From an optimization exercise on the open Yosys and OpenROAD flow, aimed at small area, a short achievable clock period and few clock cycles per item; shortcuts taken in it are not production practice. Only the layout flow was run in this run; the RTL was not checked for function there. Power is estimated from default activity; no workload was simulated.

**run.sh**
```bash
#!/bin/bash
# synth_recipe.tcl (not shown) runs the flow's synth.tcl, then flattens the netlist and writes it again
# the make line also repeats each setting of config.mk as NAME=value (left out here)
make -C /OpenROAD-flow-scripts/flow DESIGN_CONFIG=/design/flow/config.mk WORK_HOME=/design/flow/orfs CLKGATE_MAP_FILE= SYNTH_SCRIPT=/design/flow/synth_recipe.tcl finish
```
**config.mk**
```make
export PLATFORM = sky130hd
export DESIGN_NAME = byte_string_sorter
export DESIGN_NICKNAME = byte_string_sorter
export VERILOG_FILES = /design/flow/design.v
export SDC_FILE = /design/flow/constraint.sdc
export NUM_CORES = 4
export LEC_CHECK = 0
export CAP_MARGIN = 20
export CORE_MARGIN = 2
export CORE_UTILIZATION = 40
export SETUP_SLACK_MARGIN = 0.0
export SLEW_MARGIN = 20
```
**design.v**
```verilog
package bss_pkg;
    localparam int MAX_LEN_DEFAULT = 64;
    localparam int CHAR_W          = 8;
    localparam int MAX_STR         = 4;
    function automatic logic [CHAR_W-1:0] bss_key_mask(input logic desc);
        bss_key_mask = desc ? 8'h7F : 8'h80;
    endfunction
    function automatic logic bss_key_gt(input logic [CHAR_W-1:0] a,
                                        input logic [CHAR_W-1:0] b);
        logic r;
        r = 1'b0;
        for (int k = 0; k < CHAR_W; k++)
            r = (a[k] & ~b[k]) | ((a[k] | ~b[k]) & r);
        bss_key_gt = r;
    endfunction
endpackage
module bss_ctrl #(
    parameter int W = 10
) (
    input  logic         clk,
    input  logic         rst_n,
    input  logic         push,
    input  logic [W-1:0] push_data,
    output logic         can_push,
    output logic         has2_next,
    output logic         out_valid,
    input  logic         out_ready,
    output logic [W-1:0] out_data
);
    logic         has1_reg;    
    logic         has2_reg;    
    logic [W-1:0] head_reg;
    logic [W-1:0] next_reg;
    logic         take;
    assign out_valid = has1_reg;
    assign out_data  = head_reg;
    assign can_push  = !has2_reg;
    assign take      = has1_reg && out_ready;
    assign has2_next = (has2_reg && !out_ready) || (has1_reg && !out_ready && push);
    always_ff @(posedge clk or negedge rst_n)
    begin
        if (!rst_n)
        begin
            has1_reg <= 1'b0;
            has2_reg <= 1'b0;
        end
        else
        begin
            has1_reg <= has2_reg || push || (has1_reg && !out_ready);
            has2_reg <= has2_next;
        end
    end
    always_ff @(posedge clk)
    begin
        if (has2_reg)
        begin
            if (take)
                head_reg <= next_reg;
        end
        else if (!has1_reg || take)
        begin
            head_reg <= push_data;
        end
        if (!has2_reg)
            next_reg <= push_data;
    end
endmodule
module bss_datapath #(
    parameter int MAX_LEN = bss_pkg::MAX_LEN_DEFAULT,
    parameter int CW      = $clog2(MAX_LEN + 1)
) (
    input  logic                       clk,
    input  logic                       ins,       
    input  logic                       pop,       
    input  logic                       b_load,    
    input  logic [bss_pkg::CHAR_W-1:0] key_a,
    input  logic [bss_pkg::CHAR_W-1:0] key_b,
    input  logic [CW-1:0]              count,
    input  logic [CW-1:0]              base,
    output logic [bss_pkg::CHAR_W-1:0] key_head
);
    localparam int KW = bss_pkg::CHAR_W;
    logic [KW-1:0] cell_reg [MAX_LEN];
    logic [MAX_LEN-1:0] cmp_reg;
    logic [MAX_LEN+1:0] cmp_src;
    logic [MAX_LEN+1:0] gt;
    logic [MAX_LEN-1:0] ge_base, ge_count;
    logic               b_gt_a;
    assign ge_base  = {MAX_LEN{1'b1}} << base;
    assign ge_count = {MAX_LEN{1'b1}} << count;
    assign b_gt_a   = bss_pkg::bss_key_gt(key_b, key_a);
    assign gt[0]              = 1'b0;
    assign gt[MAX_LEN+1]      = 1'b1;
    assign cmp_src[0]         = 1'b0;
    assign cmp_src[MAX_LEN+1] = 1'b0;
    for (genvar i = 0; i < MAX_LEN; i++)
    begin : g_cell
        localparam logic [KW-1:0] POL = (i % 2 == 1) ? {KW{1'b1}} : '0;
        logic [KW-1:0] key;
        logic [KW-1:0] up_val;
        logic [KW-1:0] down_val;
        logic [KW-1:0] new_val;
        logic gt_prev, gt_here, gt_next;
        logic src_prev, src_here, src_next;
        logic sel_up, sel_key, sel_down, load;
        assign key = cell_reg[i] ^ POL;
        assign cmp_src[i+1] = b_load ? bss_pkg::bss_key_gt(key, key_a) : cmp_reg[i];
        assign gt[i+1]      = ge_base[i] && (ge_count[i] || cmp_reg[i]);
        assign gt_prev  = gt[i];
        assign gt_here  = gt[i+1];
        assign gt_next  = gt[i+2];
        assign src_prev = cmp_src[i];
        assign src_here = cmp_src[i+1];
        assign src_next = cmp_src[i+2];
        if (i == 0)
        begin : g_first
            assign up_val = '0;
        end
        else
        begin : g_rest
            assign up_val = cell_reg[i-1];
        end
        if (i == MAX_LEN - 1)
        begin : g_top
            assign down_val = '0;
        end
        else
        begin : g_mid
            assign down_val = cell_reg[i+1];
        end
        assign new_val = key_b ^ ~POL;
        assign sel_up   = ins && !pop && gt_here && gt_prev;
        assign sel_key  = ins && (pop ? (gt_next && !gt_here) : (gt_here && !gt_prev));
        assign sel_down = pop && !(ins && gt_next);
        assign load     = sel_up || sel_key || sel_down;
        always_ff @(posedge clk)
        begin
            if (load)
                cell_reg[i] <= ~(({KW{sel_up}} & up_val) | ({KW{sel_key}} & new_val) |
                                 ({KW{sel_down}} & down_val));
        end
        always_ff @(posedge clk)
        begin
            cmp_reg[i] <= (sel_up && src_prev) || (sel_key && b_gt_a) ||
                          (sel_down && src_next) || (!load && src_here);
        end
    end
    assign key_head = cell_reg[0];
endmodule
module byte_string_sorter #(
    parameter int MAX_LEN = bss_pkg::MAX_LEN_DEFAULT
) (
    input  logic                       clk,
    input  logic                       rst_n,
    input  logic                       in_valid,
    output logic                       in_ready,
    input  logic [bss_pkg::CHAR_W-1:0] in_char,
    input  logic                       in_is_last,
    output logic                       out_valid,
    input  logic                       out_ready,
    output logic [bss_pkg::CHAR_W-1:0] out_char,
    output logic                       out_end_of_string,
    output logic                       out_overflow,
    input  logic                       cfg_we,
    input  logic                       cfg_wdata
);
    localparam int CW = $clog2(MAX_LEN + 1);
    localparam int NS = bss_pkg::MAX_STR;
    localparam int SW = $clog2(NS + 1);
    localparam int KW = bss_pkg::CHAR_W;
    logic desc_reg;
    logic [KW-1:0] mask;
    assign mask = bss_pkg::bss_key_mask(desc_reg);
    always_ff @(posedge clk or negedge rst_n)
    begin
        if (!rst_n)
            desc_reg <= 1'b0;
        else if (cfg_we)
            desc_reg <= cfg_wdata;
    end
    logic ins_reg, drop_reg, pop_reg, bload_reg, rdy_reg;
    logic          av_reg, bv_reg;
    logic [KW-1:0] a_reg, b_reg;
    logic          al_reg, bl_reg;
    logic          accept, consume, b_free;
    logic          av_next, bv_next, bl_next;
    assign in_ready = rdy_reg;
    assign accept   = in_valid && rdy_reg;
    assign consume  = ins_reg || drop_reg;
    assign b_free   = !bv_reg || consume;
    assign av_next  = accept || (av_reg && !b_free);
    assign bv_next  = b_free ? av_reg : bv_reg;
    assign bl_next  = b_free ? al_reg : bl_reg;
    always_ff @(posedge clk)
    begin
        if (accept)
        begin
            a_reg  <= in_char ^ mask;
            al_reg <= in_is_last;
        end
        if (b_free)
        begin
            b_reg  <= a_reg;
            bl_reg <= al_reg;
        end
    end
    logic [CW-1:0] count_reg, base_reg, cur_reg;
    logic          full_reg, cur_full_reg;
    logic          cur_ovf_reg;
    logic [SW-1:0] nstr_reg;
    logic          head_last_reg;
    logic [CW-1:0] len_reg [NS];
    logic          lovf_reg [NS];
    logic complete, shift_str;
    logic [CW-1:0] done_len;
    logic          done_ovf;
    logic [SW-1:0] nstr_next;
    logic          full_next, cur_full_next, head_last_next;
    assign complete  = consume && bl_reg;
    assign shift_str = pop_reg && head_last_reg;
    assign done_len  = cur_reg + CW'(ins_reg);
    assign done_ovf  = cur_ovf_reg || drop_reg;
    assign nstr_next = nstr_reg + SW'(complete) - SW'(shift_str);
    assign full_next = (full_reg && (ins_reg == pop_reg)) ||
                       ((count_reg == CW'(MAX_LEN - 1)) && ins_reg && !pop_reg);
    assign cur_full_next = !complete &&
                           (cur_full_reg || ((cur_reg == CW'(MAX_LEN - 1)) && ins_reg));
    logic write_head;
    assign write_head = complete && (nstr_reg == SW'(shift_str ? 1 : 0));
    assign head_last_next = write_head ? (done_len == CW'(1)) :
                            shift_str  ? (len_reg[1] == CW'(1)) :
                            pop_reg    ? (len_reg[0] == CW'(2)) : head_last_reg;
    logic has2_next;
    logic pop_next, str_room_next, ins_next, drop_next, gate_next;
    assign pop_next      = (nstr_next != '0) && !has2_next;
    assign str_room_next = !bl_next || (nstr_next != SW'(NS)) || (pop_next && head_last_next);
    assign gate_next     = bv_next && str_room_next;
    assign ins_next      = gate_next && !cur_full_next && (!full_next || pop_next);
    assign drop_next     = gate_next && cur_full_next;
    always_ff @(posedge clk or negedge rst_n)
    begin
        if (!rst_n)
        begin
            rdy_reg       <= 1'b1;
            ins_reg       <= 1'b0;
            drop_reg      <= 1'b0;
            pop_reg       <= 1'b0;
            bload_reg     <= 1'b0;
            av_reg        <= 1'b0;
            bv_reg        <= 1'b0;
            count_reg     <= '0;
            full_reg      <= 1'b0;
            base_reg      <= '0;
            cur_reg       <= '0;
            cur_full_reg  <= 1'b0;
            cur_ovf_reg   <= 1'b0;
            nstr_reg      <= '0;
            head_last_reg <= 1'b0;
        end
        else
        begin
            ins_reg       <= ins_next;
            drop_reg      <= drop_next;
            pop_reg       <= pop_next;
            bload_reg     <= av_next && (!bv_next || ins_next || drop_next);
            rdy_reg       <= !av_next || !bv_next || ins_next || drop_next;
            av_reg        <= av_next;
            bv_reg        <= bv_next;
            count_reg     <= count_reg + CW'(ins_reg) - CW'(pop_reg);
            full_reg      <= full_next;
            cur_full_reg  <= cur_full_next;
            if (complete)
            begin
                base_reg    <= count_reg + CW'(ins_reg) - CW'(pop_reg);
                cur_reg     <= '0;
                cur_ovf_reg <= 1'b0;
            end
            else
            begin
                base_reg    <= base_reg - CW'(pop_reg);
                cur_reg     <= done_len;
                cur_ovf_reg <= done_ovf;
            end
            nstr_reg      <= nstr_next;
            head_last_reg <= head_last_next;
        end
    end
    for (genvar k = 0; k < NS; k++)
    begin : g_str
        logic write_here;
        assign write_here = complete && (nstr_reg == SW'(shift_str ? k + 1 : k));
        always_ff @(posedge clk)
        begin
            if (write_here)
            begin
                len_reg[k]  <= done_len;
                lovf_reg[k] <= done_ovf;
            end
            else if (shift_str)
            begin
                if (k < NS - 1)
                begin
                    len_reg[k]  <= len_reg[(k < NS - 1) ? k + 1 : k];
                    lovf_reg[k] <= lovf_reg[(k < NS - 1) ? k + 1 : k];
                end
            end
            else if (k == 0 && pop_reg)
            begin
                len_reg[k] <= len_reg[k] - CW'(1);
            end
        end
    end
    logic [KW-1:0] key_head;
    bss_datapath #(
        .MAX_LEN (MAX_LEN)
    ) u_datapath (
        .clk      (clk),
        .ins      (ins_reg),
        .pop      (pop_reg),
        .b_load   (bload_reg),
        .key_a    (a_reg),
        .key_b    (b_reg),
        .count    (count_reg),
        .base     (base_reg),
        .key_head (key_head)
    );
    logic can_push_unused;
    bss_ctrl #(
        .W (KW + 2)
    ) u_res (
        .clk       (clk),
        .rst_n     (rst_n),
        .push      (pop_reg),
        .push_data ({lovf_reg[0], head_last_reg, key_head ^ mask}),
        .can_push  (can_push_unused),
        .has2_next (has2_next),
        .out_valid (out_valid),
        .out_ready (out_ready),
        .out_data  ({out_overflow, out_end_of_string, out_char})
    );
endmodule
```
**constraint.sdc**
```tcl
create_clock -name core_clock -period 4.2 [get_ports {clk}]
set_input_delay 0.8400 -clock core_clock [delete_from_list [all_inputs] [get_ports {clk}]]
set_output_delay 0.8400 -clock core_clock [all_outputs]
set_load 0.01 [all_outputs]
```
==> notes.md <==
==> through the flow <==
step           power, mW  setup slack, ps  area [um^2]  hold WS [ps]  std cells
2_1_floorplan      31.68            972.1        41640         420.6       4032
3_3_place_gp       40.11            643.3        43620         490.4       5264
3_5_place_dp       40.37            664.9        43620         498.0       5264
4_1_cts            47.58            658.4        46260         315.7       5411
5_1_grt            50.76            347.5        46260         368.2       5411
6_report           48.40            550.0        46260         317.5       5412
==> worst paths after layout <==
path,from,end,slack (ps),cells after the start
setup / recovery,count_reg[2],u_datapath.cmp_reg[42],550,11
hold / removal,rst_n,desc_reg,320,1
setup reg to reg,count_reg[2],u_datapath.cmp_reg[42],550,11
hold reg to reg,av_reg,bv_reg,510,1
max in group asynchronous,rst_n,bload_reg,3160,1
min in group core_clock,av_reg,bv_reg,510,1
==> layout by cell type, fill, tap and decap left out, types with 37 or more instances in the layout <==
master and count:
nor2b_1 60, o21ai_0 161, a221oi_1 112, a222oi_1 431
nand2_1 243, o211ai_1 52, nor2_1 269, nand3_1 69
nand2b_1 63, clkbuf_16 80, inv_1 179, o221ai_1 37
a21oi_1 238, dfxtp_1 65, nor3_1 69, o22ai_1 39
maj3_1 56, or3_1 58, buf_4 183, edfxtp_1 581
and3_1 69
==> critical path, delay by kind of cell (launching register included) <==
family	cells	cell delay (ps)
fa+ha+maj	1	310
flops	1	720
compound gates	4	940
buf+inv	2	370
simple gates	4	1210
==> metal layers <==
metal  part of all wire (%)  up-vias
met3                     13      436
met4                    4.7        0
met1                     39    18744
met5                      0        -
li1                       -    16538
met2                     43     2805
==> layout make-up <==
type	instances	area share, %
flip-flops and latches	684	42.61
multi-input cells	2788	42.38
clock buffers	108	4.771
repair buffers	220	3.998
well taps	1380	3.733
inverters	192	1.563
clock inverters	39	0.9359
diodes	1	0.005410
==> cell families (layout without fill, tap and decap cells) <==
logic type / count (synthesis) / in the layout / share of synthesized area, %
AO/OA/AOI/OAI: 1577 / 1577 / 30.32
AND/OR/NAND/NOR: 1054 / 1054 / 12.77
flip-flops: 684 / 684 / 47.31
multiplexers: 28 / 28 / 0.7423
buffers and inverters: 560 / 559 / 5.632
XOR/XNOR: 38 / 38 / 0.7994
other: 0 / 1 / 0
adder cells (fa/ha/maj): 91 / 91 / 2.419
==> where the power goes <==
part           switching [mW]  internal, mW  total (mW)
Combinational            14.7          8.35        23.0
Clock                    3.02          4.14        7.16
Sequential               4.70          13.5        18.2
==> results.yml <==
logic_synthesis:
  yosys.cell_count.top_type: "edfxtp_1"
  synth_edf_count: 581
  postSynthCellCount: 4032
  async_reset_ff_share_pct: 5.556
  avgSynthCellArea_um2: 10.33
  synth_top_area_cell: "edfxtp_1"
  seq_area_frac_synth_pct: 47.31
  synth.top_cell.area_share_pct: 41.90
  ys.flop_type: "edfxtp_1"
  synth.cell_area_mm2: 0.04164
  synthTopCellsByArea: "edfxtp_1, a222oi_1, dfxtp_1"
  yosysUniqueCellTypes: 115
  synth_warnings: 6
  yosys_register_bits: 684
  syn_nets: 4077
  synth_common_cells: "edfxtp_1, a222oi_1, nor2_1, nand2_1, a21oi_1"
clocking:
  path_clk_slew_ps: 60
  clock_sinks: 684
  cts-root-buf: "clkbuf_16"
  cts_tree: "built"
  cts_made_buffers: 79
  clock_latency_ps: 670
  hold_buffers: 0
  cts.repair.resized: 0
  htree_num_levels: 3
  clockBufferDepth: 3
  postCtsSetupBuffers: 0
place:
  place_congestion: 0.9764
  io_buffers: 26
  hpwlAfterDp_mm: 110.5
floorplan:
  ioPinCount: 27
  die_y_um: 326.6
  core_area_mm2: 0.1033
  die_area_mm2: 0.1067
  rows: 118
  die_w_um: 326.6
  start_util_pct: 40.29
sta:
  fmax_mhz: 274.0
  fin_tns_setup_ps: 0
  period_share_pct: 86.90
  fin_crit_ps: 3650
  fin_skew_ps: 23.12
  final_hold_viol_count: 0
  setup_viol: 0
  worstMarginPinSlew_ps: 1172
  rsz0062_at_grt: "no"
  maxSlewViolCount: 0
  slew-limit-headroom_pct: 21.85
final_layout:
  layout-drive-gt1-share_pct: 11.39
  syn2layout_area_growth_pct: 11.10
  nNetsFinal: 4010
  register_area_mm2: 0.01971
  largest_register_ffs: 512
  postLayoutCoreUtil_pct: 44.76
  multiInputGateArea_mm2: 0.01961
  nFillCells: 9785
power_and_ir_drop:
  peakVddDrop_mv: 0.6038
  power_density_mw_per_mm2: 1046
  p_leak_nw: 16.44
critical_path:
  worstSetupPathType: "flop to flop"
  critPathArrivalTime_ps: 4200
  critPathRequiredTime_ps: 4750
  critPathMaxStageDelay_ps: 720
  critPathLaunchType: "flop"
  slowest_stage: "dfrtp_1"
  end_kind: "flop"
  critPathMaxFanout: 18
  path_cells: "inv_1 -> ha_1 -> nand2b_1 -> a211oi_1 -> nor3_1 -> buf_4 -> or3_1 -> a21oi_2 -> or3_1 -> a2bb2oi_1 -> o211ai_1"
  cpMostUsedCell: "or3_1"
route:
  ant_nets: 0
  num_vias: 38523
  vias_per_cell: 7.118
  drt_iter0_drc: 8172
  wl_mm: 163.9
  first_pass_iters: 13
  drc: 0
  wl_per_cell_um: 30.28
grt:
  antenna_found_initial: 3
  grt_util_met2_pct: 44.76
  met1_usage_pct: 41.08
  grt_overflow_total: 0
  track_usage_pct: 29.82
  grt.met3_usage_pct: 6.449
  grt_busiest_layer: "met2"
  grt_pass1_vias: 35685
  grt_max_degree: 91
  grt_pass1_wl_mm: 242.0
hold_path:
  hold_class: "input port to async pin"
outcome:
  status: "timing/DRC/antenna clean"
run:
  cap_violations: 0

## static timing again, ports no longer ideal
The results above use ideal ports. As a check the final layout listed here was re-extracted and re-timed, cells and wires unchanged.
Step 1 sets driving cells, clkbuf_16 on the clock port and buf_2 on the other inputs (assumed; they add their load-dependent delay and slew).
Step 2 adds t to the input delays and takes it off the output delays; t is the mean of the earliest and latest rising clock arrival at the registers after step 1. Input paths then give back, and output paths get back, about the clock's delay inside the block.
Slacks: ideal ports / drivers / drivers and shift; pairs: ideal ports / drivers.
shift t [ns]: 0.732
setup slack, ns: 0.550 / 0.550 / 0.550
slew at the worst register clock pin (ns): 0.06 / 0.06
pins driven straight from the clock port: 1
After both steps setup and hold are still met in this run. The setup slack of this run moves by 0.000 ns with the drivers and by 0.000 ns with both steps.
